Background: an optimization exercise with open tools, aiming at small area, a short achievable clock period and few clock cycles. Do not read the settings as production practice. Function was checked by simulation only, so behaviour that the tests miss may differ from the original. Power and IR drop assume default switching activity.

==> design.v <==
package pixgen_pkg;
    typedef logic signed [3:0] coef_t;
endpackage
`timescale 1ns/100ps
module axil_regs (
    input  logic                       s_axi_lite_aclk,
    input  logic                       axi_resetn,
    input  logic [8-1:0] s_axi_lite_araddr,
    output logic                       s_axi_lite_arready,
    input  logic                       s_axi_lite_arvalid,
    input  logic [8-1:0] s_axi_lite_awaddr,
    output logic                       s_axi_lite_awready,
    input  logic                       s_axi_lite_awvalid,
    input  logic                       s_axi_lite_bready,
    output logic [1:0]                 s_axi_lite_bresp,
    output logic                       s_axi_lite_bvalid,
    output logic [31:0]                s_axi_lite_rdata,
    input  logic                       s_axi_lite_rready,
    output logic [1:0]                 s_axi_lite_rresp,
    output logic                       s_axi_lite_rvalid,
    input  logic [31:0]                s_axi_lite_wdata,
    output logic                       s_axi_lite_wready,
    input  logic                       s_axi_lite_wvalid,
    output logic                       start,          
    output logic                       frame_en_nxt,   
    output logic [35:0]                coefs,          
    output logic [3:0]                 shift,
    input  logic [1:0]                 status_nxt,     
    input  logic [31:0]                frame_count
);
    logic [31:1] ctrl;   
    logic [31:0] k0, k1, s5, s6, s7;
    logic        awready_q, wready_q, bvalid_q, arready_q, rvalid_q;
    logic [2:0]  waddr;
    logic [7:0]  wsel;   
    logic        whs, start_aw, started_q;
    logic [31:0] wd;
    logic [31:0] rmux;
    assign whs  = s_axi_lite_wvalid && wready_q;
    assign wsel = 8'd1 << waddr;
    assign wd  = s_axi_lite_wdata & {32{axi_resetn}};   
    always_ff @(posedge s_axi_lite_aclk) begin
        if (!axi_resetn) begin
            awready_q <= 1'b1;
            wready_q  <= 1'b0;
            bvalid_q  <= 1'b0;
        end else begin
            if (s_axi_lite_awvalid && awready_q) begin
                awready_q <= 1'b0;
                wready_q  <= 1'b1;
            end
            if (whs) begin
                wready_q <= 1'b0;
                bvalid_q <= 1'b1;
            end
            if (bvalid_q && s_axi_lite_bready) begin
                bvalid_q  <= 1'b0;
                awready_q <= 1'b1;
            end
        end
    end
    always_ff @(posedge s_axi_lite_aclk) begin
        if (awready_q) begin
            waddr <= s_axi_lite_awaddr[4:2];
        end
    end
    always_ff @(posedge s_axi_lite_aclk) begin
        if (!axi_resetn || (whs && wsel[0])) ctrl <= wd[31:1];
        if (!axi_resetn || (whs && wsel[1])) k0   <= wd;
        if (!axi_resetn || (whs && wsel[2])) k1   <= wd;
        if (!axi_resetn || (whs && wsel[5])) s5   <= wd;
        if (!axi_resetn || (whs && wsel[6])) s6   <= wd;
        if (!axi_resetn || (whs && wsel[7])) s7   <= wd;
    end
    assign start_aw     = s_axi_lite_awvalid && awready_q && s_axi_lite_wvalid &&
                          s_axi_lite_awaddr[4:2] == 3'd0 && s_axi_lite_wdata[0];
    assign start        = axi_resetn && (start_aw || (whs && wsel[0] && s_axi_lite_wdata[0] && !started_q));
    always_ff @(posedge s_axi_lite_aclk) begin
        if (!axi_resetn || whs) begin
            started_q <= 1'b0;
        end else if (s_axi_lite_awvalid && awready_q) begin
            started_q <= start_aw;
        end
    end
    assign frame_en_nxt = axi_resetn && ((whs && wsel[0]) ? s_axi_lite_wdata[1] : ctrl[1]);
    assign s_axi_lite_awready = awready_q;
    assign s_axi_lite_wready  = wready_q;
    assign s_axi_lite_bvalid  = bvalid_q;
    assign s_axi_lite_bresp   = 2'b00;
    always_comb begin
        case (s_axi_lite_araddr[4:2])
            3'd0:    rmux = {ctrl, 1'b0};
            3'd1:    rmux = k0;
            3'd2:    rmux = k1;
            3'd3:    rmux = {30'd0, status_nxt};   
            3'd4:    rmux = frame_count;
            3'd5:    rmux = s5;
            3'd6:    rmux = s6;
            default: rmux = s7;
        endcase
    end
    always_ff @(posedge s_axi_lite_aclk) begin
        if (!axi_resetn) begin
            arready_q <= 1'b1;
            rvalid_q  <= 1'b0;
        end else begin
            if (s_axi_lite_arvalid && arready_q) begin
                arready_q <= 1'b0;
                rvalid_q  <= 1'b1;
            end
            if (rvalid_q && s_axi_lite_rready) begin
                rvalid_q  <= 1'b0;
                arready_q <= 1'b1;
            end
        end
    end
    always_ff @(posedge s_axi_lite_aclk) begin
        if (arready_q) s_axi_lite_rdata <= rmux;
    end
    assign s_axi_lite_arready = arready_q;
    assign s_axi_lite_rvalid  = rvalid_q;
    assign s_axi_lite_rresp   = 2'b00;
    assign coefs = {k1[3:0], k0};
    assign shift = ctrl[11:8];
endmodule
`timescale 1ns/100ps
module conv_capture (
    input  logic        s_axi_lite_aclk,
    input  logic        axi_resetn,
    input  logic        start,
    input  logic [35:0] coefs,
    input  logic [3:0]  shift,
    output logic [5:0]  img_addr,
    input  logic [7:0]  img_rdata,
    output logic        fw_valid,    
    output logic        fw_last,     
    output logic [7:0]  fw_data,
    output logic        busy,
    output logic        done,
    output logic        done_set,    
    output logic [1:0]  status_nxt   
);
    logic        a_act;
    logic [5:0]  a_addr;
    logic        b_v, b_last;
    logic        c_v, c_last;
    logic [7:0]  p_q;
    logic [7:0]  line [1:16];        
    logic [15:0] s0, k0, s1, k1, s2, k2;   
    logic [31:0] n0, n1, n2;
    logic [5:0]  enc [0:8];          
    logic        d_v, d_last;
    logic signed [15:0] fsum, shifted;
    assign img_addr = a_addr;   
    always_ff @(posedge s_axi_lite_aclk) begin
        if (!axi_resetn) begin
            a_act  <= 1'b0;
            a_addr <= '0;
            b_v    <= 1'b0;
        end else if (start) begin
            a_act  <= 1'b1;
            a_addr <= 6'd1;
            b_v    <= 1'b0;
        end else begin
            b_v <= a_act && a_addr[5:4] != 2'b00 && a_addr[2:1] != 2'b00;   
            if (a_act) begin
                a_addr <= a_addr + 6'd1;   
                if (a_addr == 6'd63) a_act <= 1'b0;
            end
        end
    end
    always_ff @(posedge s_axi_lite_aclk) begin
        b_last <= a_addr[2:0] == 3'd7;
        c_last <= b_last;
    end
    always_ff @(posedge s_axi_lite_aclk) begin
        p_q     <= img_rdata;
        line[1] <= p_q;
        for (int k = 2; k <= 16; k++) line[k] <= line[k - 1];
    end
    function automatic logic [5:0] booth(input logic [3:0] t);
        booth[0] = t[0];
        booth[1] = t[1] & ~t[0];
        booth[2] = t[1];
        booth[3] = t[2] ^ t[1];
        booth[4] = (t[3] & ~t[2] & ~t[1]) | (~t[3] & t[2] & t[1]);
        booth[5] = t[3] & ~(t[2] & t[1]);
    endfunction
    function automatic logic [31:0] csa(input logic [15:0] a, input logic [15:0] b,
                                        input logic [15:0] c);
        logic [15:0] cy;
        cy  = (a & b) | (a & c) | (b & c);
        csa = {cy[14:0], 1'b0, a ^ b ^ c};
    endfunction
    function automatic logic [111:0] col_rows(input logic [7:0] x0, input logic [7:0] x1,
                                              input logic [7:0] x2, input logic [5:0] t0,
                                              input logic [5:0] t1, input logic [5:0] t2);
        logic [7:0]  x;
        logic [5:0]  e;
        logic [8:0]  m0, m1;
        logic [2:0]  n1;
        logic [1:0]  ns;
        for (int i = 0; i < 3; i++) begin
            x = (i == 0) ? x0 : (i == 1) ? x1 : x2;
            e = (i == 0) ? t0 : (i == 1) ? t1 : t2;
            m0 = ({9{e[0]}} & {1'b0, x}) | ({9{e[1]}} & {x, 1'b0});
            m1 = ({9{e[3]}} & {1'b0, x}) | ({9{e[4]}} & {x, 1'b0});
            col_rows[32*i +: 16]      = {6'd0, ~e[2], m0 ^ {9{e[2]}}};
            col_rows[32*i + 16 +: 16] = {4'd0, ~e[5], m1 ^ {9{e[5]}}, 1'b0, e[2]};
            n1[i] = e[5];
        end
        ns = {1'b0, n1[0]} + {1'b0, n1[1]} + {1'b0, n1[2]};
        col_rows[96 +: 16] = {3'b111, 3'b000, 1'b1, 5'b00000, ns, 2'b00};
    endfunction
    function automatic logic [31:0] add9(input logic [111:0] r, input logic [15:0] s,
                                         input logic [15:0] k);
        logic [31:0] a, b, c, d, f, g, h;
        a = csa(r[0 +: 16],  r[32 +: 16], r[64 +: 16]);
        b = csa(r[16 +: 16], r[48 +: 16], r[80 +: 16]);
        c = csa(r[96 +: 16], s, k);
        d = csa(a[15:0], a[31:16], b[15:0]);
        f = csa(b[31:16], c[15:0], c[31:16]);
        g = csa(d[15:0], d[31:16], f[15:0]);
        h = csa(g[15:0], g[31:16], f[31:16]);
        add9 = h;
    endfunction
    always_ff @(posedge s_axi_lite_aclk) begin
        for (int t = 0; t < 9; t++) enc[t] <= booth(coefs[4*t +: 4]);
    end
    assign n0 = add9(col_rows(line[16], line[8], p_q, enc[0], enc[3], enc[6]), 16'd0, 16'd0);
    assign n1 = add9(col_rows(line[16], line[8], p_q, enc[1], enc[4], enc[7]), s0, k0);
    assign n2 = add9(col_rows(line[16], line[8], p_q, enc[2], enc[5], enc[8]), s1, k1);
    always_ff @(posedge s_axi_lite_aclk) begin
        {k0, s0} <= n0;
        {k1, s1} <= n1;
        {k2, s2} <= n2;
    end
    always_ff @(posedge s_axi_lite_aclk) begin
        if (!axi_resetn) begin
            c_v      <= 1'b0;
            d_v      <= 1'b0;
            busy     <= 1'b0;
            done     <= 1'b0;
            done_set <= 1'b0;
        end else begin
            c_v      <= b_v;
            d_v      <= c_v;
            done_set <= a_act && a_addr == 6'd63;
            if (start) begin
                busy <= 1'b1;
                done <= 1'b0;
            end else if (a_act && a_addr == 6'd63) begin
                busy <= 1'b0;
                done <= 1'b1;
            end
        end
    end
    assign status_nxt = {busy && !(a_act && a_addr == 6'd63), done || (a_act && a_addr == 6'd63)};
    always_ff @(posedge s_axi_lite_aclk) begin
        d_last <= c_last;
    end
    assign fw_valid = d_v;
    assign fw_last  = d_last;
    assign fsum     = s2 + k2;
    assign shifted  = fsum >>> shift;
    always_comb begin
        if (shifted[15]) begin
            fw_data = 8'd0;
        end else if (|shifted[14:8]) begin
            fw_data = 8'd255;
        end else begin
            fw_data = shifted[7:0];
        end
    end
endmodule
`timescale 1ns/100ps
module feature_tiler (
    input  logic        s_axi_lite_aclk,
    input  logic        axi_resetn,
    input  logic        start,
    input  logic        frame_en_nxt,
    input  logic        done_set,
    input  logic        fw_valid,
    input  logic        fw_last,
    input  logic [7:0]  fw_data,
    output logic [31:0] frame_count,
    output logic [31:0] out_stream_tdata,
    output logic [3:0]  out_stream_tkeep,
    output logic        out_stream_tlast,
    output logic [0:0]  out_stream_tuser,
    output logic        out_stream_tvalid,
    input  logic        out_stream_tready
);
    logic [47:0] ring [0:5];      
    logic [47:0] rot;             
    logic       feat_valid, active, fc_inc;
    logic [3:0] x, y, nx, ny;
    logic       nact, start_frame;
    logic       col_arm, row_arm;   
    logic       col_step, row_step;
    assign col_step = (out_stream_tready && col_arm) || (fw_valid && !fw_last);
    assign row_step = (out_stream_tready && row_arm) || (fw_valid && fw_last);
    assign rot = {fw_valid ? fw_data : ring[0][7:0], ring[0][47:8]};
    always_ff @(posedge s_axi_lite_aclk) begin
        if (row_step) begin
            for (int r = 0; r < 5; r++) ring[r] <= ring[r + 1];
            ring[5] <= rot;
        end else if (col_step) begin
            ring[0] <= rot;
        end
    end
    assign start_frame = !active && feat_valid && frame_en_nxt;
    always_comb begin
        nx   = x;
        ny   = y;
        nact = active;
        if (active && out_stream_tready) begin
            if (x == 4'd11) begin
                nx = 4'd0;
                if (y == 4'd11) begin
                    ny   = 4'd0;
                    nact = 1'b0;   
                end else begin
                    ny = y + 4'd1;
                end
            end else begin
                nx = x + 4'd1;
            end
        end else if (start_frame) begin
            nact = 1'b1;
        end
    end
    always_ff @(posedge s_axi_lite_aclk) begin
        if (!axi_resetn) begin
            feat_valid       <= 1'b0;
            active           <= 1'b0;
            x                <= '0;
            y                <= '0;
            col_arm          <= 1'b0;
            row_arm          <= 1'b0;
            out_stream_tlast <= 1'b0;
            out_stream_tuser <= 1'b1;
            fc_inc           <= 1'b0;
            frame_count      <= '0;
        end else begin
            if (start) begin
                feat_valid <= 1'b0;   
            end else if (done_set) begin
                feat_valid <= 1'b1;
            end
            active           <= nact;
            x                <= nx;
            y                <= ny;
            col_arm          <= nact && nx[0] && !(nx == 4'd11 && ny[0]);
            row_arm          <= nact && nx == 4'd11 && ny[0];
            out_stream_tlast <= nx == 4'd11;
            out_stream_tuser <= nx == 4'd0 && ny == 4'd0;
            fc_inc           <= start_frame;
            if (fc_inc) frame_count <= frame_count + 32'd1;
        end
    end
    assign out_stream_tvalid = active;
    assign out_stream_tdata  = {8'h00, ring[0][7:0], ring[0][7:0], ring[0][7:0]};   
    assign out_stream_tkeep  = 4'hF;
endmodule
`timescale 1ns/100ps
module pixel_generator (
    input  logic                       s_axi_lite_aclk,
    input  logic                       axi_resetn,
    input  logic [8-1:0] s_axi_lite_araddr,
    output logic                       s_axi_lite_arready,
    input  logic                       s_axi_lite_arvalid,
    input  logic [8-1:0] s_axi_lite_awaddr,
    output logic                       s_axi_lite_awready,
    input  logic                       s_axi_lite_awvalid,
    input  logic                       s_axi_lite_bready,
    output logic [1:0]                 s_axi_lite_bresp,
    output logic                       s_axi_lite_bvalid,
    output logic [31:0]                s_axi_lite_rdata,
    input  logic                       s_axi_lite_rready,
    output logic [1:0]                 s_axi_lite_rresp,
    output logic                       s_axi_lite_rvalid,
    input  logic [31:0]                s_axi_lite_wdata,
    output logic                       s_axi_lite_wready,
    input  logic                       s_axi_lite_wvalid,
    output logic [5:0]                 img_addr,
    input  logic [7:0]                 img_rdata,
    output logic [31:0]                out_stream_tdata,
    output logic [3:0]                 out_stream_tkeep,
    output logic                       out_stream_tlast,
    output logic [0:0]                 out_stream_tuser,
    output logic                       out_stream_tvalid,
    input  logic                       out_stream_tready
);
    logic        start, frame_en_nxt, busy, done, done_set;
    logic [1:0]  status_nxt;
    logic        fw_valid, fw_last;
    logic [7:0]  fw_data;
    logic [31:0] frame_count;
    logic [35:0] coefs;
    logic [3:0]  shift;
    axil_regs u_regs (
        .s_axi_lite_aclk, .axi_resetn,
        .s_axi_lite_araddr, .s_axi_lite_arready, .s_axi_lite_arvalid,
        .s_axi_lite_awaddr, .s_axi_lite_awready, .s_axi_lite_awvalid,
        .s_axi_lite_bready, .s_axi_lite_bresp, .s_axi_lite_bvalid,
        .s_axi_lite_rdata, .s_axi_lite_rready, .s_axi_lite_rresp, .s_axi_lite_rvalid,
        .s_axi_lite_wdata, .s_axi_lite_wready, .s_axi_lite_wvalid,
        .start, .frame_en_nxt, .coefs, .shift, .status_nxt, .frame_count
    );
    conv_capture u_capture (
        .s_axi_lite_aclk, .axi_resetn, .start, .coefs, .shift,
        .img_addr, .img_rdata, .fw_valid, .fw_last, .fw_data, .busy, .done, .done_set, .status_nxt
    );
    feature_tiler u_tiler (
        .s_axi_lite_aclk, .axi_resetn, .start, .frame_en_nxt, .done_set,
        .fw_valid, .fw_last, .fw_data, .frame_count,
        .out_stream_tdata, .out_stream_tkeep, .out_stream_tlast,
        .out_stream_tuser, .out_stream_tvalid, .out_stream_tready
    );
endmodule
==> flow/run.sh <==
#!/bin/bash
# Standard layout with a tighter setup repair target and no dummy loads in the clock tree;
# the SDC and clock period are the standard flow's own.
set -uo pipefail
bash standard.sh SETUP_SLACK_MARGIN=6.7 "CTS_ARGS=-sink_clustering_enable -repair_clock_nets -dont_use_dummy_load" finish > make_finish.log 2>&1
==> standard.sh <==
#!/bin/bash
# synth_recipe.tcl (not shown) runs the flow's synth.tcl, then flattens the netlist and writes it again
# the make line also repeats each setting of config.mk as NAME=value (left out here)
make -C /OpenROAD-flow-scripts/flow DESIGN_CONFIG=/design/flow/config.mk WORK_HOME=/design/flow/orfs CLKGATE_MAP_FILE= SYNTH_SCRIPT=/design/flow/synth_recipe.tcl "${@:-finish}"
==> config.mk <==
export PLATFORM = sky130hd
export DESIGN_NAME = pixel_generator
export DESIGN_NICKNAME = pixel_generator
export VERILOG_FILES = /design/flow/design.v
export SDC_FILE = /design/flow/constraint.sdc
export NUM_CORES = 4
export LEC_CHECK = 0
export ABC_CLOCK_PERIOD_IN_PS = 3000
export CAP_MARGIN = 20
export CORE_MARGIN = 2
export CORE_UTILIZATION = 55
export SLEW_MARGIN = 20
==> constraint.sdc <==
create_clock -name core_clock -period 10.0 [get_ports {s_axi_lite_aclk}]
set_input_delay 2.0000 -clock core_clock [delete_from_list [all_inputs] [get_ports {s_axi_lite_aclk}]]
set_output_delay 2.0000 -clock core_clock [all_outputs]
set_load 0.01 [all_outputs]
==> flow_metrics.py, run 1 <==
metrics = {
    "logic_synthesis": {
        "synthTopCellsByCount": "edfxtp_1 (514), dfxtp_1 (342), nand2_1 (276)",
        "synth_edf_count": 514,
        "synth_xor_xnor_area_share_pct": 4.92,
        "synthMuxAreaShare_pct": 1.98,
        "synth-compound-area-share_pct": 7.19,
        "synth_top_area_cell": "edfxtp_1",
        "yosysSeqAreaShare_pct": 61.6,
        "synth_top_cell_area_share_pct": 42.7,
        "ys_types": 71,
        "yosysMostFrequentCell": "edfxtp_1",
        "yosysWarnings": 6,
        "synth_cells": 2749,
        "synth-main-ff-cell": "edfxtp_1",
        "synth_seq_cells": 856,
        "yosys.area_share.simple_pct": 7.80,
        "synth_area_um2": 36200,
        "synth_top_family_by_area": "adder cells",
        "synth_adder_area_share_pct": 11.8,
        "syn-mean-instance-area_um2": 13.2,
        "synth-async-reset-ratio_pct": 0,
        "synthTopCellsByArea": "edfxtp_1 (43%), dfxtp_1 (19%), fa_1 (9.0%)",
    },
    "sta": {
        "slew_violations": 0,
        "finalCritPeriodShare_pct": 34.2,
        "period_needed_ps": 3420,
        "maxSlewHeadroom_pct": 47.5,
        "tns_ps": 0,
        "fin_skew_ps": 64.1,
        "setup_viol": 0,
        "hold_viol": 0,
        "grt_setup_unrepaired": "yes",
        "fmax_mhz": 293,
        "worst_slew_pin_slew_ps": 784,
        "fin_ws_ps": 6580,
    },
    "die": {
        "io_pins": 150,
        "die_w_um": 260,
        "fp-row-count": 93,
        "die_y_um": 260,
        "dieArea_um2": 67800,
        "start_util_pct": 55.9,
        "core_um2": 64700,
    },
    "detailed_routing": {
        "drt_wl_total_um": 81500,
        "drt_iter0_markers": 1901,
        "route.detailed.wl_per_inst_um": 21.9,
        "dr.pass1.iters": 6,
        "ant_nets": 0,
        "routed_via_density": 5.64,
        "remaining_drc_errors": 0,
        "via_count": 21000,
    },
    "global_routing": {
        "antenna_found_initial": 3,
        "grt_first_pass_wirelength_um": 124000,
        "gr-total-overflow": 0,
        "grt_usage_pct": 24.0,
        "grt_max_degree": 102,
        "grt_pass1_vias": 21300,
    },
    "clock_tree": {
        "root_buffer": "clkbuf_16",
        "h-tree-depth": 3,
        "cts_made_buffers": 87,
        "cts_buffer_depth": 3,
        "cts_tree": "done",
        "insertion_delay_ps": 640,
        "clock-sinks": 856,
        "path_clk_slew_ps": 60,
    },
    "power": {
        "p_switching_mw": 3.29,
        "pwr-share-comb_pct": 32.2,
        "p_sw_share_pct": 32.0,
        "seq_power_share_pct": 41.4,
        "p_leak_nw": 15.8,
        "power_density_nw_per_um2": 251,
        "p_clk_share_pct": 26.4,
        "internal_power_mw": 7.01,
        "ir_drop_uv": 174,
    },
    "placement": {
        "gp_congestion": 0.871,
        "io_buffers": 123,
        "pre_cts_ws_ps": 4410,
        "detailed_place_hpwl_um": 53000,
        "place_inst": 3581,
    },
    "critical_path": {
        "crit_arrival_ps": 1420,
        "critical_path_class": "reg2out",
        "path_max_fanout": 2,
        "worstPathRequired_ps": 8000,
        "cp-start-kind": "flip-flop",
        "cp-end-kind": "output pin",
    },
    "cells_and_area": {
        "nets": 3171,
        "final_core_util_pct": 63.5,
        "area_growth_pct": 13.7,
        "register_area_um2": 22300,
        "fin_cells": 3717,
        "drive_gt1_share_pct": 12.8,
        "final.fill_count": 4808,
        "multiInputGateArea_um2": 12900,
    },
    "hold_path": {
        "min_path_type": "reg2reg",
    },
    "run": {
        "maxCapViolCount": 0,
    },
    "outcome": {
        "status": "finished clean",
    },
}
[state kept, by name, indices dropped and copies added (netlist names), 3 cells and up]
| signal | cells |
|---|---|
| u_regs.s7 | 32 |
| u_capture.k2 | 14 |
| u_regs.k1 | 32 |
| u_regs.s6 | 32 |
| u_tiler.ring | 288 |
| u_capture.p_q | 8 |
| u_capture.s1 | 15 |
| u_capture.s0 | 13 |
| u_capture.k1 | 14 |
| u_capture.s2 | 16 |
| u_capture.a_addr | 6 |
| u_tiler.y | 4 |
| u_regs.waddr | 3 |
| u_regs.k0 | 32 |
| u_regs.s_axi_lite_rdata | 32 |
| u_capture.enc | 54 |
| u_capture.k0 | 11 |
| u_capture.line | 128 |
| u_regs.s5 | 32 |
| u_tiler.frame_count | 32 |
| u_regs.ctrl | 31 |
| u_tiler.x | 4 |
[cells by family (layout without fill, tap and decap cells)]
logic type	Yosys count	in the layout
muxes	58	58
other	2	17
xor gates and xnor gates	203	203
AOI/OAI and AO/OA	375	375
adders and majority gates	244	244
and+or+nand+nor	609	609
DFF	856	856
buffers and inverters	402	500
[per-stage QoR]
stage / power (mW) / cell area (um^2) / hold WS, ps
after floorplan: 6.48 / 36400 / 310
after detailed placement: 7.43 / 38000 / 312
final: 10.3 / 41100 / 273
after global placement: 7.35 / 38000 / 310
after CTS: 10.3 / 40800 / 273
after global routing: 11.0 / 41100 / 292
[routing by layer]
layer / share of wire, % / global-route usage, % / up-vias
li1: - / - / 9590
met1: 43 / 32.8 / 10500
met2: 48 / 40.0 / 706
met3: 5.7 / 3.69 / 140
met4: 2.6 / 7.21 / 0
met5: 0 / 0 / -
[layout by cell type (no fill, tap or decap), types with 39 or more instances in the layout]
master           instances
o21ai_0                 72
ha_1                    77
and2_1                  75
mux2i_1                 39
edfxtp_1               514
clkdlybuf4s50_1         47
fa_1                   162
clkbuf_16               89
a21oi_1                 43
buf_4                   41
dfxtp_1                306
xnor2_1                175
a22oi_1                132
nand2_1                261
inv_1                  210
nor2_1                 104
[what timing repair did]
action / in CTS / in global routing
gates cloned: 5 / 2
hold buffers: 0 / 0
resized for setup: 315 / 88
setup endpoints to repair: 601 / 295
setup buffers: 26 / 15
pin swaps: 19 / 17
[area by class of cell]
type / count / area share (%)
Timing Repair inverter: 2 / 0.0791
Sequential cell: 856 / 54.3
Multi-Input combinational cell: 1505 / 31.3
Timing Repair Buffer: 188 / 4.29
Antenna cell: 1 / 0.00609
Inverter: 223 / 2.11
Clock buffer: 87 / 5.30
Tap cell: 855 / 2.60
[worst paths after layout]
check / slack [ps] / cells past startpoint / to / from
setup / recovery: 6580 / 3 / out_stream_tdata[18] / u_tiler.ring[0][2]
hold / removal: 270 / 0 / u_capture.line[15][1] / u_capture.line[14][1]
setup reg to reg: 6620 / 11 / u_tiler.ring[0][42] / u_capture.k2[2]
hold reg to reg: 270 / 0 / u_capture.line[15][1] / u_capture.line[14][1]
[power groups by stage]
stage / clock (mW) / sequential, mW / combinational (mW)
floorplan: 0 / 4.24 / 2.25
global placement: 0 / 4.33 / 3.02
detailed placement: 0 / 4.34 / 3.09
CTS: 2.78 / 4.27 / 3.24
global route: 2.91 / 4.29 / 3.82
finish: 2.72 / 4.27 / 3.32
[critical path: stages (launching register included)]
cell and delay (ps):
edfxtp_1 430, buf_6 150, buf_6 110, buf_6 110
Testbench counts, summed over its fixed seeds: cycles 7,024.
==> run 2: changes to the inputs <==
--- a/config.mk
+++ b/config.mk
@@ -10,3 +10,3 @@
 export CORE_MARGIN = 2
-export CORE_UTILIZATION = 55
+export CORE_UTILIZATION = 50
 export SLEW_MARGIN = 20
==> flow_metrics.py, run 2 <==
metrics = {
    "outcome": {
        "status": "finished clean",
    },
    "detailed_routing": {
        "ant_nets": 0,
        "dr.pass1.iters": 6,
        "remaining_drc_errors": 0,
        "route.detailed.wl_per_inst_um": 21.6,
        "routed_via_density": 5.45,
        "drt_wl_total_um": 82600,
        "drt_iter0_markers": 1610,
        "via_count": 20900,
    },
    "sta": {
        "finalCritPeriodShare_pct": 34.3,
        "fmax_mhz": 292,
        "period_needed_ps": 3430,
        "slew_violations": 0,
        "worst_slew_pin_slew_ps": 785,
        "grt_setup_unrepaired": "yes",
        "fin_skew_ps": 66.8,
        "hold_viol": 0,
        "whs_ps": 320,
        "setup_viol": 0,
        "maxSlewHeadroom_pct": 47.7,
        "tns_ps": 0,
    },
    "logic_synthesis": {
        "yosysMostFrequentCell": "edfxtp_1",
        "yosysWarnings": 6,
        "yosysSeqAreaShare_pct": 61.6,
        "synth-main-ff-cell": "edfxtp_1",
        "synth_area_um2": 36200,
        "synth-async-reset-ratio_pct": 0,
        "ys_types": 71,
        "synth_edf_count": 514,
        "synthTopCellsByArea": "edfxtp_1 (43%), dfxtp_1 (19%), fa_1 (9.0%)",
        "synth_top_cell_area_share_pct": 42.7,
        "synth_top_area_cell": "edfxtp_1",
        "synth_cells": 2749,
        "syn-mean-instance-area_um2": 13.2,
        "synth_seq_cells": 856,
        "synthTopCellsByCount": "edfxtp_1 (514), dfxtp_1 (342), nand2_1 (276)",
    },
    "clock_tree": {
        "path_clk_slew_ps": 60,
        "root_buffer": "clkbuf_16",
        "insertion_delay_ps": 640,
        "cts_made_buffers": 87,
        "cts_tree": "done",
        "clock-sinks": 856,
        "cts_buffer_depth": 3,
        "h-tree-depth": 3,
    },
    "power": {
        "p_leak_nw": 15.9,
        "ir_drop_uv": 131,
        "power_density_nw_per_um2": 249,
    },
    "hold_path": {
        "hold_end": "u_capture.line[13][4]",
        "min_path_type": "reg2reg",
        "whs_path_depth": 0,
        "min_from": "u_capture.line[12][4]",
    },
    "global_routing": {
        "antenna_found_initial": 4,
        "gr-total-overflow": 0,
        "grt_first_pass_wirelength_um": 126000,
        "grt_pass1_vias": 21600,
        "grt_max_degree": 96,
        "grt_usage_pct": 22.2,
    },
    "critical_path": {
        "cp-start-kind": "flip-flop",
        "reg2reg_to": "u_tiler.ring[0][45]",
        "crit_buf_inv": 3,
        "r2r_start": "u_capture.k2[2]",
        "cp_slowest_cell": "edfxtp_1",
        "critical_path_class": "reg2out",
        "crit_family": "flip-flops",
        "cp-end-kind": "output pin",
        "crit_arrival_ps": 1430,
        "worstPathRequired_ps": 8000,
        "reg2regPathDepth": 14,
        "critPathMaxStageDelay_ps": 400,
        "ff2ff_setup_slack_ps": 6610,
        "worstPathCellList": "buf_4 -> buf_6 -> buf_6",
        "path_max_fanout": 3,
        "cpMostUsedCell": "buf_6",
    },
    "cells_and_area": {
        "nets": 3183,
        "multiInputGateArea_um2": 12900,
        "area_growth_pct": 14.5,
        "final_common_cell": "edfxtp_1",
        "register_area_um2": 22300,
        "final.fill_count": 5734,
        "layout_common_cells": "edfxtp_1 (514), dfxtp_1 (305), nand2_1 (262), inv_1 (210), xnor2_1 (175)",
        "top_register": "u_tiler.ring",
        "drive_gt1_share_pct": 13.3,
        "largest_reg_flops": 288,
        "largestRegisters": "u_tiler.ring x288, u_capture.line x128, u_capture.enc x54",
    },
    "placement": {
        "gp_congestion": 0.847,
        "detailed_place_hpwl_um": 53400,
        "io_buffers": 123,
    },
    "die": {
        "io_pins": 150,
        "die_y_um": 273,
        "dieArea_um2": 74500,
        "start_util_pct": 50.6,
        "die_w_um": 273,
        "core_um2": 71500,
        "fp-row-count": 98,
    },
    "run": {
        "maxCapViolCount": 0,
    },
}
==> run 2: changes by cell type in the layout (fill, tap and decap cells not counted), moves of 3 or more <==
cell,delta
buf_4,+8
buf_6,+5
clkbuf_2,-3
a21oi_1,+3
clkdlybuf4s15_1,-7
a21oi_2,-3
==> run 2: timing repair <==
action	in CTS	in global routing
gates cloned	8	1
hold endpoints to repair	0	0
gates resized for setup	342	71
hold buffers	0	0
buffers inserted	48	5
pin swaps	21	10
setup endpoints to repair	592	152
==> run 2: cell type report <==
cell class,instances,area share [%]
antenna,2,0.0121
clock buffer,87,5.26
inverter,223,2.10
multi-input combinational,1506,31.1
sequential,856,54.0
tap,950,2.87
timing repair buffer,198,4.60
timing repair inverter,3,0.0907
==> run 2: worst reg2reg max path, cell delays in order, from the launching register on <==
cell       delay [ps]
dfxtp_2           320
ha_4              160
fa_2              360
a21o_1            210
buf_4             140
a221oi_4          320
o2111ai_2         170
o21ai_0           190
nand4_1           290
a21oi_4           240
o2111ai_4         160
o21ai_4           230
buf_12            180
buf_6             110
a41oi_2            80
==> run 2: cell families (layout without fill, tap and decap cells) <==
group | Yosys count | after routing | share of synthesized area (%)
adder cells (fa/ha/maj) | 244 | 244 | 11.8
flip-flops | 856 | 856 | 61.6
AO/OA/AOI/OAI | 375 | 375 | 7.19
other | 2 | 18 | 0.0208
AND/OR/NAND/NOR | 609 | 610 | 7.80
multiplexers | 58 | 58 | 1.98
buffers and inverters | 402 | 511 | 4.63
XOR/XNOR | 203 | 203 | 4.92
==> run 2: metrics by stage <==
stage                     std cells  cell area (um^2)  power [mW]  worst slack [ps]  utilization, %
after floorplan                2763             36400        6.48              6520               -
after global placement         3674             38100        7.42              4470            53.2
after detailed placement       3674             38100        7.47              4390            53.2
after CTS                      3817             41100        10.4              6520            57.5
after global routing           3824             41400        11.1              6520            57.9
final                          3825             41400        10.3              6570            57.9
==> run 2: metal layers <==
metal / vias up / track usage, % / share of wire, %
li1: 9622 / - / -
met1: 10500 / 30.9 / 45
met2: 573 / 36.3 / 47
met3: 142 / 2.86 / 4.5
met4: 0 / 7.39 / 2.8
met5: - / 0 / 0
==> run 2: worst max path at each step <==
stage | from | endpoint | slack, ps | cells past startpoint
floorplan | s_axi_lite_wvalid | u_regs.k1[0] | 6520 | 2
global placement | out_stream_tready | u_tiler.ring[0][18] | 4470 | 7
detailed placement | out_stream_tready | u_tiler.ring[0][2] | 4390 | 7
CTS | u_tiler.ring[0][3] | out_stream_tdata[3] | 6520 | 3
global route | u_tiler.ring[0][6] | out_stream_tdata[14] | 6520 | 3
finish | u_tiler.ring[0][3] | out_stream_tdata[19] | 6570 | 3
==> run 2: report_power, final <==
group	internal, mW	switching (mW)
registers	4.08	0.184
clock network	1.52	1.19
logic	1.43	1.92
total	7.03	3.29
==> run 3: changes to the inputs <==
--- a/config.mk
+++ b/config.mk
@@ -8,5 +8,5 @@
 export ABC_CLOCK_PERIOD_IN_PS = 3000
-export CAP_MARGIN = 20
+export CAP_MARGIN = 0
 export CORE_MARGIN = 2
-export CORE_UTILIZATION = 50
-export SLEW_MARGIN = 20
+export CORE_UTILIZATION = 55
+export SLEW_MARGIN = 0
==> flow_metrics.py, run 3 <==
metrics = {
    "outcome": {
        "status": "finished clean",
    },
    "logic_synthesis": {
        "synth_edf_count": 514,
        "synth_top_area_cell": "edfxtp_1",
        "ys_types": 71,
        "synth_cells": 2749,
        "yosysSeqAreaShare_pct": 61.6,
        "synth-async-reset-ratio_pct": 0,
        "yosysWarnings": 6,
        "synth_area_um2": 36200,
        "synth-main-ff-cell": "edfxtp_1",
        "synth_top_cell_area_share_pct": 42.7,
        "syn-mean-instance-area_um2": 13.2,
        "synth_seq_cells": 856,
        "yosysMostFrequentCell": "edfxtp_1",
        "synthTopCellsByCount": "edfxtp_1 (514), dfxtp_1 (342), nand2_1 (276)",
        "synthTopCellsByArea": "edfxtp_1 (43%), dfxtp_1 (19%), fa_1 (9.0%)",
    },
    "critical_path": {
        "cp-start-kind": "flip-flop",
        "crit_arrival_ps": 1410,
        "path_max_fanout": 2,
        "reg2regPathDepth": 11,
        "cp-end-kind": "output pin",
        "critical_path_class": "reg2out",
        "worstPathRequired_ps": 8000,
    },
    "sta": {
        "slew_violations": 0,
        "tns_ps": 0,
        "maxSlewHeadroom_pct": 48.1,
        "finalCritPeriodShare_pct": 34.1,
        "worst_slew_pin_slew_ps": 775,
        "fmax_mhz": 293,
        "setup_viol": 0,
        "fin_skew_ps": 64.9,
        "grt_setup_unrepaired": "yes",
        "hold_viol": 0,
        "period_needed_ps": 3410,
    },
    "cells_and_area": {
        "largestRegisters": "u_tiler.ring x288, u_capture.line x128, u_capture.enc x54",
        "final_core_util_pct": 63.5,
        "layout_common_cells": "edfxtp_1 (514), dfxtp_1 (306), nand2_1 (261), inv_1 (210), xnor2_1 (175)",
        "final_common_cell": "edfxtp_1",
        "area_growth_pct": 13.6,
        "top_register": "u_tiler.ring",
        "largest_reg_flops": 288,
        "final.fill_count": 4817,
        "nets": 3169,
        "drive_gt1_share_pct": 12.6,
    },
    "die": {
        "start_util_pct": 55.9,
        "fp-row-count": 93,
        "die_y_um": 260,
        "core_um2": 64700,
        "dieArea_um2": 67800,
        "io_pins": 150,
        "die_w_um": 260,
    },
    "detailed_routing": {
        "routed_via_density": 5.64,
        "remaining_drc_errors": 0,
        "drt_iter0_markers": 2011,
        "route.detailed.wl_per_inst_um": 21.9,
        "drt_wl_total_um": 81300,
        "ant_nets": 0,
        "dr.pass1.iters": 8,
        "via_count": 21000,
    },
    "power": {
        "power_density_nw_per_um2": 250,
        "p_leak_nw": 15.8,
        "ir_drop_uv": 165,
    },
    "clock_tree": {
        "insertion_delay_ps": 640,
        "cts_made_buffers": 87,
        "h-tree-depth": 3,
        "cts_buffer_depth": 3,
        "clock-sinks": 856,
        "root_buffer": "clkbuf_16",
        "cts_tree": "done",
        "cts_hold_buf": 0,
        "path_clk_slew_ps": 60,
    },
    "global_routing": {
        "grt_pass1_vias": 21300,
        "grt_first_pass_wirelength_um": 124000,
        "grt_usage_pct": 24.0,
        "grt_max_degree": 102,
        "antenna_found_initial": 3,
        "gr-total-overflow": 0,
    },
    "hold_path": {
        "min_path_type": "reg2reg",
        "whs_path_depth": 0,
    },
    "placement": {
        "io_buffers": 123,
        "gp_congestion": 0.871,
        "detailed_place_hpwl_um": 53000,
    },
    "run": {
        "maxCapViolCount": 0,
    },
}
==> run 3: cell counts after synthesis <==
No cell type changed its count.
==> run 3: final timing paths <==
path / startpoint / end / slack, ps
setup reg to reg: u_capture.k2[2] / u_tiler.ring[0][42] / 6650
setup / recovery: u_tiler.ring[0][2] / out_stream_tdata[18] / 6590
hold / removal: u_capture.line[14][1] / u_capture.line[15][1] / 270
hold reg to reg: u_capture.line[14][1] / u_capture.line[15][1] / 270
==> run 3: logic make-up (layout without fill, tap and decap cells) <==
family,after synthesis,after routing,share of synthesized area [%]
DFF,856,856,61.6
and+or+nand+nor,609,609,7.80
buffers and inverters,402,498,4.63
AOI/OAI and AO/OA,375,375,7.19
adders and majority gates,244,244,11.8
xor gates and xnor gates,203,203,4.92
muxes,58,58,1.98
other,2,18,0.0208
==> run 3: stage by stage <==
stage | setup slack [ps] | hold slack, ps | std cells | power, mW | instance area [um^2]
after global placement | 4530 | 310 | 3581 | 7.35 | 38000
after CTS | 6490 | 274 | 3699 | 10.3 | 40800
after detailed placement | 4410 | 312 | 3581 | 7.42 | 38000
after floorplan | 6520 | 310 | 2763 | 6.48 | 36400
after global routing | 6520 | 292 | 3714 | 11.0 | 41100
final | 6590 | 274 | 3716 | 10.3 | 41100
==> run 3: power breakdown <==
group / internal [mW] / switching, mW
Combinational: 1.39 / 1.89
Clock: 1.52 / 1.20
Sequential: 4.08 / 0.184
==> run 3: repair_timing <==
item,in CTS,in global routing
setup endpoints to repair,601,286
resized for setup,314,86
pin swaps,19,16
endpoints found under the hold margin,0,0
buffers inserted,26,13
gates cloned,5,2
==> run 3: worst max-delay path, cell delays in order (launching register included) <==
cell	delay, ps
edfxtp_1	430
buf_6	150
buf_6	110
buf_6	110
==> run 3: cell type report <==
cell class,count,area (um^2),area share [%]
flip-flops and latches,856,22300,54.4
multi-input cells,1505,12800,31.3
clock buffers,87,2180,5.30
repair buffers,186,1750,4.26
well taps,855,1070,2.60
inverters,223,868,2.11
repair inverters,2,32.5,0.0792
diodes,2,5.00,0.0122
==> run 3: per-layer routing <==
metal | vias up | track usage [%] | part of all wire (%)
li1 | 9605 | - | -
met1 | 10500 | 32.8 | 43
met2 | 740 | 40.0 | 48
met3 | 148 | 3.75 | 6.1
met4 | 0 | 7.10 | 2.5
met5 | - | 0 | 0
==> run 4: changes to the inputs <==
==> flow/run.sh (replaced) <==
#!/bin/bash
# Standard layout with a tighter setup repair target and no dummy loads in the clock tree;
# the SDC and clock period are the standard flow's own.
set -uo pipefail
bash standard.sh SETUP_SLACK_MARGIN=6.6 "CTS_ARGS=-sink_clustering_enable -repair_clock_nets -dont_use_dummy_load" finish > make_finish.log 2>&1
--- a/config.mk
+++ b/config.mk
@@ -8,5 +8,5 @@
 export ABC_CLOCK_PERIOD_IN_PS = 3000
-export CAP_MARGIN = 0
+export CAP_MARGIN = 20
 export CORE_MARGIN = 2
 export CORE_UTILIZATION = 55
-export SLEW_MARGIN = 0
+export SLEW_MARGIN = 20
==> flow_metrics.py, run 4 <==
metrics = {
    "clock_tree": {
        "clock-sinks": 856,
        "path_clk_slew_ps": 60,
        "cts_tree": "done",
        "cts_buffer_depth": 3,
        "insertion_delay_ps": 640,
        "cts_made_buffers": 87,
        "h-tree-depth": 3,
        "root_buffer": "clkbuf_16",
        "cts_hold_buf": 0,
    },
    "global_routing": {
        "grt_pass1_vias": 21300,
        "gr-total-overflow": 0,
        "grt_max_degree": 106,
        "grt_usage_pct": 24.2,
        "grt_first_pass_wirelength_um": 124000,
        "antenna_found_initial": 2,
    },
    "cells_and_area": {
        "area_growth_pct": 13.2,
        "nets": 3170,
        "final.fill_count": 4897,
        "largest_reg_flops": 288,
        "final_core_util_pct": 63.2,
        "largestRegisters": "u_tiler.ring x288, u_capture.line x128, u_capture.enc x54",
        "multiInputGateArea_um2": 12700,
        "top_register": "u_tiler.ring",
        "register_area_um2": 22300,
        "layout_common_cells": "edfxtp_1 (514), dfxtp_1 (311), nand2_1 (272), inv_1 (211), xnor2_1 (175)",
        "drive_gt1_share_pct": 10.4,
        "final_common_cell": "edfxtp_1",
    },
    "logic_synthesis": {
        "synth-async-reset-ratio_pct": 0,
        "synth_top_area_cell": "edfxtp_1",
        "synth_cells": 2749,
        "synthTopCellsByArea": "edfxtp_1 (43%), dfxtp_1 (19%), fa_1 (9.0%)",
        "syn-mean-instance-area_um2": 13.2,
        "yosysSeqAreaShare_pct": 61.6,
        "yosys.area_share.simple_pct": 7.80,
        "synth_area_um2": 36200,
        "synth_top_cell_area_share_pct": 42.7,
        "synth-compound-area-share_pct": 7.19,
        "synthMuxAreaShare_pct": 1.98,
        "synth_edf_count": 514,
        "yosysMostFrequentCell": "edfxtp_1",
        "synth_xor_xnor_area_share_pct": 4.92,
        "yosysWarnings": 6,
        "synth_adder_area_share_pct": 11.8,
        "synth_seq_cells": 856,
        "ys_types": 71,
        "synth-main-ff-cell": "edfxtp_1",
        "synthTopCellsByCount": "edfxtp_1 (514), dfxtp_1 (342), nand2_1 (276)",
        "synth_top_family_by_area": "adder cells",
    },
    "sta": {
        "period_needed_ps": 3420,
        "setup_viol": 0,
        "tns_ps": 0,
        "slew_violations": 0,
        "worst_slew_pin_slew_ps": 828,
        "fin_skew_ps": 69.5,
        "grt_setup_unrepaired": "yes",
        "hold_viol": 0,
        "finalCritPeriodShare_pct": 34.2,
        "fmax_mhz": 292,
        "maxSlewHeadroom_pct": 44.6,
    },
    "critical_path": {
        "crit_buf_inv": 3,
        "crit_family": "flip-flops",
        "critPathMaxStageDelay_ps": 420,
        "cp-end-kind": "output pin",
        "crit_arrival_ps": 1420,
        "cp_slowest_cell": "edfxtp_1",
        "cp-start-kind": "flip-flop",
        "cpMostUsedCell": "buf_6",
        "worstPathRequired_ps": 8000,
        "path_max_fanout": 3,
        "worstPathCellList": "buf_4 -> buf_6 -> buf_6",
        "critical_path_class": "reg2out",
    },
    "die": {
        "start_util_pct": 55.9,
        "die_w_um": 260,
        "die_y_um": 260,
        "core_um2": 64700,
        "dieArea_um2": 67800,
        "fp-row-count": 93,
        "io_pins": 150,
    },
    "detailed_routing": {
        "drt_wl_total_um": 81400,
        "routed_via_density": 5.62,
        "dr.pass1.iters": 7,
        "remaining_drc_errors": 0,
        "ant_nets": 0,
        "drt_iter0_markers": 1728,
        "route.detailed.wl_per_inst_um": 21.9,
        "via_count": 20900,
    },
    "placement": {
        "gp_congestion": 0.853,
        "detailed_place_hpwl_um": 53700,
        "io_buffers": 123,
    },
    "hold_path": {
        "min_path_type": "reg2reg",
    },
    "power": {
        "ir_drop_uv": 182,
        "power_density_nw_per_um2": 251,
        "p_leak_nw": 15.8,
    },
    "run": {
        "maxCapViolCount": 0,
    },
    "outcome": {
        "status": "finished clean",
    },
}
-- run 4: cell types whose count changed in the layout (fill, tap and decap cells not counted), moves of 8 or more --
cell | previous run | this run
dlygate4sd2_1 | 3 | 42
buf_2 | 28 | 8
buf_6 | 22 | 3
nand2_1 | 261 | 272
buf_4 | 39 | 49
clkdlybuf4s15_1 | 19 | 11
nand2_2 | 12 | 4
-- run 4: path summary, 6_finish.rpt --
check | startpoint | end | slack [ps] | depth (start not counted)
max | u_tiler.ring[0][0] | out_stream_tdata[16] | 6580 | 3
min | u_capture.line[13][0] | u_capture.line[14][0] | 270 | 0
max reg2reg | u_capture.k2[2] | u_tiler.ring[0][45] | 6580 | 13
min reg2reg | u_capture.line[13][0] | u_capture.line[14][0] | 270 | 0
-- run 4: power by group --
part	leakage (nW)	internal, mW	switching, mW	total (mW)
Combinational	6.97	1.41	1.88	3.29
Clock	1.07	1.52	1.20	2.72
Sequential	7.76	4.08	0.176	4.26
Total	15.8	7.01	3.26	10.3
-- run 4: metal layers --
metal	vias up	GRT usage, %	share of wire [%]
met1	10500	33.3	43
met2	656	39.3	47
li1	9586	-	-
met3	165	3.80	5.6
met4	0	8.70	3.6
met5	-	0	0
-- run 4: stage by stage --
step	hold WS (ps)	instances	setup WS, ps	instance area (um^2)	total power, mW
4_1_cts	256	3703	6520	40600	10.3
6_report	269	3716	6580	40900	10.3
3_3_place_gp	311	3583	4540	37900	7.37
3_5_place_dp	312	3583	4440	37900	7.46
2_1_floorplan	310	2763	6560	36300	6.48
5_1_grt	271	3715	6500	40900	11.0
-- run 4: repair_timing --
| action | CTS | global route |
|---|---|---|
| pin swaps | 13 | 13 |
| gates resized for setup | 177 | 71 |
| buffers inserted | 28 | 10 |
| setup endpoints to repair | 449 | 115 |
| cloned | 5 | 2 |
-- run 4: kinds of logic after synthesis --
logic type,after synthesis
buffers and inverters,402
other,2
AND/OR/NAND/NOR,609
multiplexers,58
flip-flops,856
XOR/XNOR,203
AO/OA/AOI/OAI,375
adder cells (fa/ha/maj),244
-- run 4: cell type report --
type                            instances  share of cell area [%]
Sequential cell                       856                    54.6
Multi-Input combinational cell       1506                    31.0
Clock buffer                           87                    5.32
Timing Repair Buffer                  186                    4.33
Tap cell                              855                    2.61
Inverter                              223                    2.12
Timing Repair inverter                  2                  0.0795
Antenna cell                            1                 0.00612
==> run 5: changes to the inputs <==
==> run.sh (new file) <==
#!/bin/bash
# synth_recipe.tcl (not shown) runs the flow's synth.tcl, then flattens the netlist and writes it again
# the make line also repeats each setting of config.mk as NAME=value (left out here)
make -C /OpenROAD-flow-scripts/flow DESIGN_CONFIG=/design/flow/config.mk WORK_HOME=/design/flow/orfs CLKGATE_MAP_FILE= SYNTH_SCRIPT=/design/flow/synth_recipe.tcl finish
--- a/config.mk
+++ b/config.mk
@@ -11,2 +11,3 @@
 export CORE_UTILIZATION = 55
+export SETUP_SLACK_MARGIN = 5
 export SLEW_MARGIN = 20
removed: flow/run.sh
removed: standard.sh
==> flow_metrics.py, run 5 <==
metrics = {
    "power": {
        "internal_power_mw": 7.30,
        "p_switching_mw": 3.32,
        "ir_drop_uv": 176,
        "seq_power_share_pct": 40.1,
        "power_density_nw_per_um2": 260,
        "power_mw": 10.6,
        "pwr-share-comb_pct": 28.6,
        "p_clk_share_pct": 31.3,
        "p_leak_nw": 15.7,
        "p_sw_share_pct": 31.2,
    },
    "clock_tree": {
        "cts_buffer_depth": 3,
        "clock-sinks": 856,
        "path_clk_slew_ps": 60,
        "root_buffer": "clkbuf_16",
        "insertion_delay_ps": 650,
        "cts_tree": "done",
        "cts_hold_buf": 0,
        "cts_made_buffers": 87,
        "h-tree-depth": 3,
    },
    "sta": {
        "fmax_mhz": 215,
        "hold_viol": 0,
        "tns_ps": 0,
        "finalCritPeriodShare_pct": 46.4,
        "fin_ws_ps": 5360,
        "maxSlewHeadroom_pct": 28.2,
        "period_needed_ps": 4640,
        "slew_violations": 0,
        "worst_slew_pin_slew_ps": 1080,
        "setup_viol": 0,
        "grt_setup_unrepaired": "no",
        "fin_skew_ps": 41.8,
    },
    "run": {
        "maxCapViolCount": 0,
    },
    "placement": {
        "gp_congestion": 0.850,
        "detailed_place_hpwl_um": 53300,
        "io_buffers": 123,
        "pre_cts_ws_ps": 4550,
        "placed_cell_area_um2": 37900,
    },
    "logic_synthesis": {
        "synthTopCellsByCount": "edfxtp_1 (514), dfxtp_1 (342), nand2_1 (276)",
        "yosysWarnings": 6,
        "synth_cells": 2749,
        "synthTopCellsByArea": "edfxtp_1 (43%), dfxtp_1 (19%), fa_1 (9.0%)",
        "synth_seq_cells": 856,
        "synth_area_um2": 36200,
        "synth-async-reset-ratio_pct": 0,
        "yosysMostFrequentCell": "edfxtp_1",
        "yosysSeqAreaShare_pct": 61.6,
        "ys_types": 71,
        "synth-main-ff-cell": "edfxtp_1",
        "synth_edf_count": 514,
        "syn-mean-instance-area_um2": 13.2,
        "synth_top_cell_area_share_pct": 42.7,
        "synth_top_area_cell": "edfxtp_1",
    },
    "global_routing": {
        "gr-total-overflow": 0,
        "grt_max_degree": 154,
        "grt_first_pass_wirelength_um": 119000,
        "grt_pass1_vias": 20500,
        "antenna_found_initial": 3,
        "grt_usage_pct": 23.2,
    },
    "critical_path": {
        "path_max_fanout": 54,
        "cp-start-kind": "input pin",
        "critical_path_class": "in2reg",
        "cp_slowest_cell": "nor3_1",
        "worstPathRequired_ps": 10480,
        "worstPathCellList": "buf_2 -> buf_4 -> clkinv_1 -> nor3_1 -> a222oi_1 -> o21a_1 -> o22ai_1",
        "cp-end-kind": "flip-flop",
        "critPathMaxStageDelay_ps": 990,
        "crit_arrival_ps": 5120,
    },
    "die": {
        "fp-row-count": 93,
        "core_um2": 64700,
        "die_y_um": 260,
        "io_pins": 150,
        "die_w_um": 260,
        "dieArea_um2": 67800,
        "start_util_pct": 55.9,
    },
    "cells_and_area": {
        "multiInputGateArea_um2": 12300,
        "final_common_cell": "edfxtp_1",
        "top_register": "u_tiler.ring",
        "register_area_um2": 22300,
        "nets": 3124,
        "antenna_cells": 0,
        "area_growth_pct": 13.2,
        "drive_gt1_share_pct": 7.34,
        "layout_common_cells": "edfxtp_1 (514), dfxtp_1 (341), nand2_1 (276), inv_1 (211), xnor2_1 (175)",
        "largest_reg_flops": 288,
        "final_core_util_pct": 63.2,
        "final.fill_count": 4957,
        "stdcell_area_um2": 40900,
        "largestRegisters": "u_tiler.ring x288, u_capture.line x128, u_capture.enc x54",
    },
    "detailed_routing": {
        "ant_nets": 0,
        "dr.pass1.iters": 7,
        "drt_iter0_markers": 1610,
        "remaining_drc_errors": 0,
        "via_count": 20500,
        "route.detailed.wl_per_inst_um": 20.9,
        "routed_via_density": 5.47,
        "drt_wl_total_um": 78300,
    },
    "hold_path": {
        "min_path_type": "reg2reg",
    },
    "outcome": {
        "status": "finished clean",
    },
}
## run 5: cell counts after synthesis
No cell type changed its count.
## run 5: logic make-up after synthesis
kind of cell	Yosys count	share of synthesized area, %
mux	58	1.98
xor+xnor	203	4.92
compound gates	375	7.19
other cells	2	0.0208
buf+inv	402	4.63
fa+ha+maj	244	11.8
simple gates	609	7.80
flops	856	61.6
## run 5: path summary, 6_finish.rpt
kind | start | endpoint | slack, ps | depth (start not counted)
max | s_axi_lite_araddr[3] | u_regs.s_axi_lite_rdata[1] | 5360 | 7
min | u_capture.line[13][4] | u_capture.line[14][4] | 290 | 0
max reg2reg | u_capture.k2[2] | u_tiler.ring[0][45] | 5720 | 11
min reg2reg | u_capture.line[13][4] | u_capture.line[14][4] | 290 | 0
## run 5: worst max-delay path: cells and delay by family
kind	cells	cell delay [ps]
AND/OR/NAND/NOR	1	990
buffers and inverters	3	1480
AO/OA/AOI/OAI	3	630
## run 5: area by class of cell
| class | count | share of cell area (%) |
|---|---|---|
| inverters | 223 | 2.06 |
| repair buffers | 143 | 3.34 |
| well taps | 855 | 2.61 |
| clock buffers | 124 | 6.31 |
| multi-input cells | 1505 | 30.1 |
| clock inverters | 39 | 1.09 |
| flip-flops and latches | 856 | 54.5 |
## run 5: power groups by stage
| stage | clock network, mW | logic [mW] | registers [mW] |
|---|---|---|---|
| after global routing | 3.54 | 3.59 | 4.29 |
| after floorplan | 0 | 2.24 | 4.24 |
| final | 3.32 | 3.04 | 4.26 |
| after global placement | 0 | 3.00 | 4.33 |
| after detailed placement | 0 | 3.10 | 4.34 |
| after CTS | 3.40 | 3.11 | 4.26 |
## run 5: metal layers
| metal | part of all wire [%] | track usage [%] | wire length [um] |
|---|---|---|---|
| met5 | 0 | 0 | 0 |
| met4 | 3.6 | 8.90 | 2820 |
| met3 | 5.5 | 4.10 | 4320 |
| met2 | 47 | 37.1 | 36400 |
| met1 | 44 | 32.0 | 34700 |
## run 5: repair_timing
| action | CTS | global route |
|---|---|---|
| endpoints found under the setup margin | 0 | 1 |
| resized for setup | 0 | 1 |
| buffers inserted | 0 | 0 |
## run 5: through the flow
step / hold slack, ps / cells
global route: 300 / 3745
floorplan: 310 / 2763
CTS: 286 / 3745
finish: 290 / 3745
global placement: 310 / 3582
detailed placement: 312 / 3582
==> run 6: changes to the inputs <==
==> flow/run.sh (new file) <==
#!/bin/bash
# Standard layout with a tighter setup repair target; the SDC and clock period are the standard flow's own.
set -uo pipefail
bash standard.sh SETUP_SLACK_MARGIN=6.7 finish > make_finish.log 2>&1
==> standard.sh (new file) <==
#!/bin/bash
# synth_recipe.tcl (not shown) runs the flow's synth.tcl, then flattens the netlist and writes it again
# the make line also repeats each setting of config.mk as NAME=value (left out here)
make -C /OpenROAD-flow-scripts/flow DESIGN_CONFIG=/design/flow/config.mk WORK_HOME=/design/flow/orfs CLKGATE_MAP_FILE= SYNTH_SCRIPT=/design/flow/synth_recipe.tcl "${@:-finish}"
--- a/config.mk
+++ b/config.mk
@@ -11,3 +11,2 @@
 export CORE_UTILIZATION = 55
-export SETUP_SLACK_MARGIN = 5
 export SLEW_MARGIN = 20
removed: run.sh
==> flow_metrics.py, run 6 <==
metrics = {
    "clock_tree": {
        "clock-sinks": 856,
        "cts_tree": "done",
        "cts_hold_buf": 0,
        "cts_made_buffers": 87,
        "h-tree-depth": 3,
        "insertion_delay_ps": 640,
        "cts_buffer_depth": 3,
        "root_buffer": "clkbuf_16",
        "path_clk_slew_ps": 60,
    },
    "critical_path": {
        "cp-start-kind": "flip-flop",
        "crit_arrival_ps": 1430,
        "cp-end-kind": "output pin",
        "cp_slowest_cell": "edfxtp_1",
        "critPathMaxStageDelay_ps": 430,
        "worstPathCellList": "buf_6 -> buf_6 -> buf_6",
        "critical_path_class": "reg2out",
        "path_max_fanout": 2,
        "crit_family": "flip-flops",
        "crit_buf_inv": 3,
        "cpMostUsedCell": "buf_6",
        "worstPathRequired_ps": 8000,
    },
    "placement": {
        "io_buffers": 123,
        "place_inst": 3581,
        "placed_cell_area_um2": 38000,
        "gp_congestion": 0.871,
        "detailed_place_hpwl_um": 53000,
    },
    "cells_and_area": {
        "final.fill_count": 4736,
        "final_common_cell": "edfxtp_1",
        "top_register": "u_tiler.ring",
        "antenna_cells": 0,
        "area_growth_pct": 16.0,
        "layout_common_cells": "edfxtp_1 (514), dfxtp_1 (305), nand2_1 (263), inv_1 (210), xnor2_1 (175)",
        "drive_gt1_share_pct": 14.5,
        "fin_cells": 3795,
        "largestRegisters": "u_tiler.ring x288, u_capture.line x128, u_capture.enc x54",
        "stdcell_area_um2": 42000,
        "largest_reg_flops": 288,
        "nets": 3173,
    },
    "sta": {
        "hold_viol": 0,
        "fin_skew_ps": 24.5,
        "tns_ps": 0,
        "grt_setup_unrepaired": "yes",
        "fmax_mhz": 292,
        "finalCritPeriodShare_pct": 34.3,
        "slew_violations": 0,
        "setup_viol": 0,
        "maxSlewHeadroom_pct": 42.9,
        "worst_slew_pin_slew_ps": 856,
        "period_needed_ps": 3430,
    },
    "logic_synthesis": {
        "yosysMostFrequentCell": "edfxtp_1",
        "synth_edf_count": 514,
        "synthTopCellsByCount": "edfxtp_1 (514), dfxtp_1 (342), nand2_1 (276)",
        "synth_adder_area_share_pct": 11.8,
        "synthMuxAreaShare_pct": 1.98,
        "synth_cells": 2749,
        "synth-compound-area-share_pct": 7.19,
        "synth_xor_xnor_area_share_pct": 4.92,
        "synth-main-ff-cell": "edfxtp_1",
        "synthTopCellsByArea": "edfxtp_1 (43%), dfxtp_1 (19%), fa_1 (9.0%)",
        "syn-mean-instance-area_um2": 13.2,
        "yosys.area_share.simple_pct": 7.80,
        "synth_top_cell_area_share_pct": 42.7,
        "synth_top_family_by_area": "adder cells",
        "yosysSeqAreaShare_pct": 61.6,
        "synth_seq_cells": 856,
        "synth-async-reset-ratio_pct": 0,
        "ys_types": 71,
        "synth_area_um2": 36200,
        "yosysWarnings": 6,
        "synth_top_area_cell": "edfxtp_1",
    },
    "die": {
        "die_w_um": 260,
        "io_pins": 150,
        "die_y_um": 260,
        "fp-row-count": 93,
        "core_um2": 64700,
        "dieArea_um2": 67800,
        "start_util_pct": 55.9,
    },
    "power": {
        "power_density_nw_per_um2": 261,
        "p_leak_nw": 16.2,
        "ir_drop_uv": 168,
    },
    "detailed_routing": {
        "via_count": 21300,
        "dr.pass1.iters": 6,
        "ant_nets": 0,
        "routed_via_density": 5.62,
        "route.detailed.wl_per_inst_um": 21.5,
        "drt_iter0_markers": 2064,
        "remaining_drc_errors": 0,
        "drt_wl_total_um": 81600,
    },
    "global_routing": {
        "antenna_found_initial": 2,
        "gr-total-overflow": 0,
        "grt_max_degree": 102,
        "grt_pass1_vias": 21700,
        "grt_first_pass_wirelength_um": 125000,
        "grt_usage_pct": 24.2,
    },
    "run": {
        "maxCapViolCount": 0,
    },
    "hold_path": {
        "min_path_type": "reg2reg",
    },
    "outcome": {
        "status": "finished clean",
    },
}
run 6: changes by cell type in the layout (fill, tap and decap cells not counted), sizes merged, moves of 3 or more:
cell           change
clkbuf             +3
clkdlybuf4s50     -71
clkdlybuf4s15     +15
dlygate4sd2        +3
bufinv             +6
inv                -3
buf               +89
clkinv             +4
run 6: repair_timing:
action | 4_1_cts | 5_1_grt
gates resized for setup | 351 | 77
setup endpoints to repair | 557 | 206
buffers inserted | 30 | 14
cloned | 5 | 1
pin swaps | 18 | 19
run 6: final timing paths:
path,slack (ps),endpoint,startpoint,depth (start not counted)
setup / recovery,6570,out_stream_tdata[18],u_tiler.ring[0][2],3
hold / removal,310,u_capture.line[5][0],u_capture.line[4][0],0
setup reg to reg,6660,u_tiler.ring[0][42],u_capture.k2[2],12
hold reg to reg,310,u_capture.line[5][0],u_capture.line[4][0],0
run 6: per-stage QoR:
stage	hold WS (ps)	power [mW]	util [%]	setup WS [ps]
floorplan	310	6.48	-	6520
global route	314	11.7	64.8	6430
detailed placement	312	7.43	58.7	4410
global placement	310	7.35	58.7	4530
finish	307	11.0	64.8	6570
CTS	316	10.9	64.4	6490
run 6: per-layer routing:
| metal | GRT usage [%] | routed length (um) | up-vias |
|---|---|---|---|
| met5 | 0 | 0 | - |
| met4 | 7.92 | 2250 | 0 |
| met3 | 3.67 | 4870 | 157 |
| met2 | 39.8 | 39500 | 759 |
| met1 | 33.3 | 35000 | 10700 |
| li1 | - | - | 9676 |
run 6: logic make-up after synthesis:
| logic type | count (synthesis) |
|---|---|
| XOR/XNOR | 203 |
| multiplexers | 58 |
| adder cells (fa/ha/maj) | 244 |
| other | 2 |
| AO/OA/AOI/OAI | 375 |
| flip-flops | 856 |
| AND/OR/NAND/NOR | 609 |
| buffers and inverters | 402 |
run 6: final cells by class:
type                            instances  area, um^2  share of cell area (%)
Timing Repair Buffer                  190        1760                    4.20
Sequential cell                       856       22300                    53.2
Timing Repair inverter                  2        32.5                  0.0775
Clock inverter                         46         626                    1.49
Inverter                              223         871                    2.08
Multi-Input combinational cell       1505       12900                    30.7
Tap cell                              855        1070                    2.55
Clock buffer                          118        2380                    5.67
run 6: power breakdown:
part	internal, mW	total, mW	switching, mW
Clock	1.98	3.34	1.37
Combinational	1.42	3.35	1.92
Sequential	4.08	4.27	0.183
Total	7.48	11.0	3.47

static timing again, ports no longer ideal:
No port has a modelled driver above. Below, the same layouts with a new extraction and two added sets of constraints.
Step 1: set_driving_cell puts a clkbuf_16 on s_axi_lite_aclk and a buf_2 on each other input, an assumption about the parent block.
Step 2 adds t to the input delays and takes it off the output delays; t is the mean of the earliest and latest rising clock arrival at the registers after step 1. Input paths then give back, and output paths get back, about the clock's delay inside the block.
Slacks: ideal / step 1 / step 2; pairs: ideal / step 1.
run | t, ns | slack for setup (ns) | clock arrival spread, ns | cell pins on the clock port's net
run 1 | 0.673 | 6.584 / 6.513 / 6.061 | 0.077 / 0.077 | 1
run 2 | 0.673 | 6.574 / 6.507 / 6.132 | 0.080 / 0.080 | 1
run 3 | 0.671 | 6.587 / 6.516 / 6.091 | 0.077 / 0.077 | 1
run 4 | 0.671 | 6.575 / 6.510 / 5.985 | 0.071 / 0.071 | 1
run 5 | 0.692 | 5.358 / 5.403 / 4.711 | 0.043 / 0.042 | 1
run 6 | 0.696 | 6.574 / 6.506 / 6.022 | 0.025 / 0.025 | 1
After both steps every run listed still meets setup and hold. For run 5, which loses most, drivers alone change the setup slack by +0.045 ns; drivers and shift together by -0.647 ns.
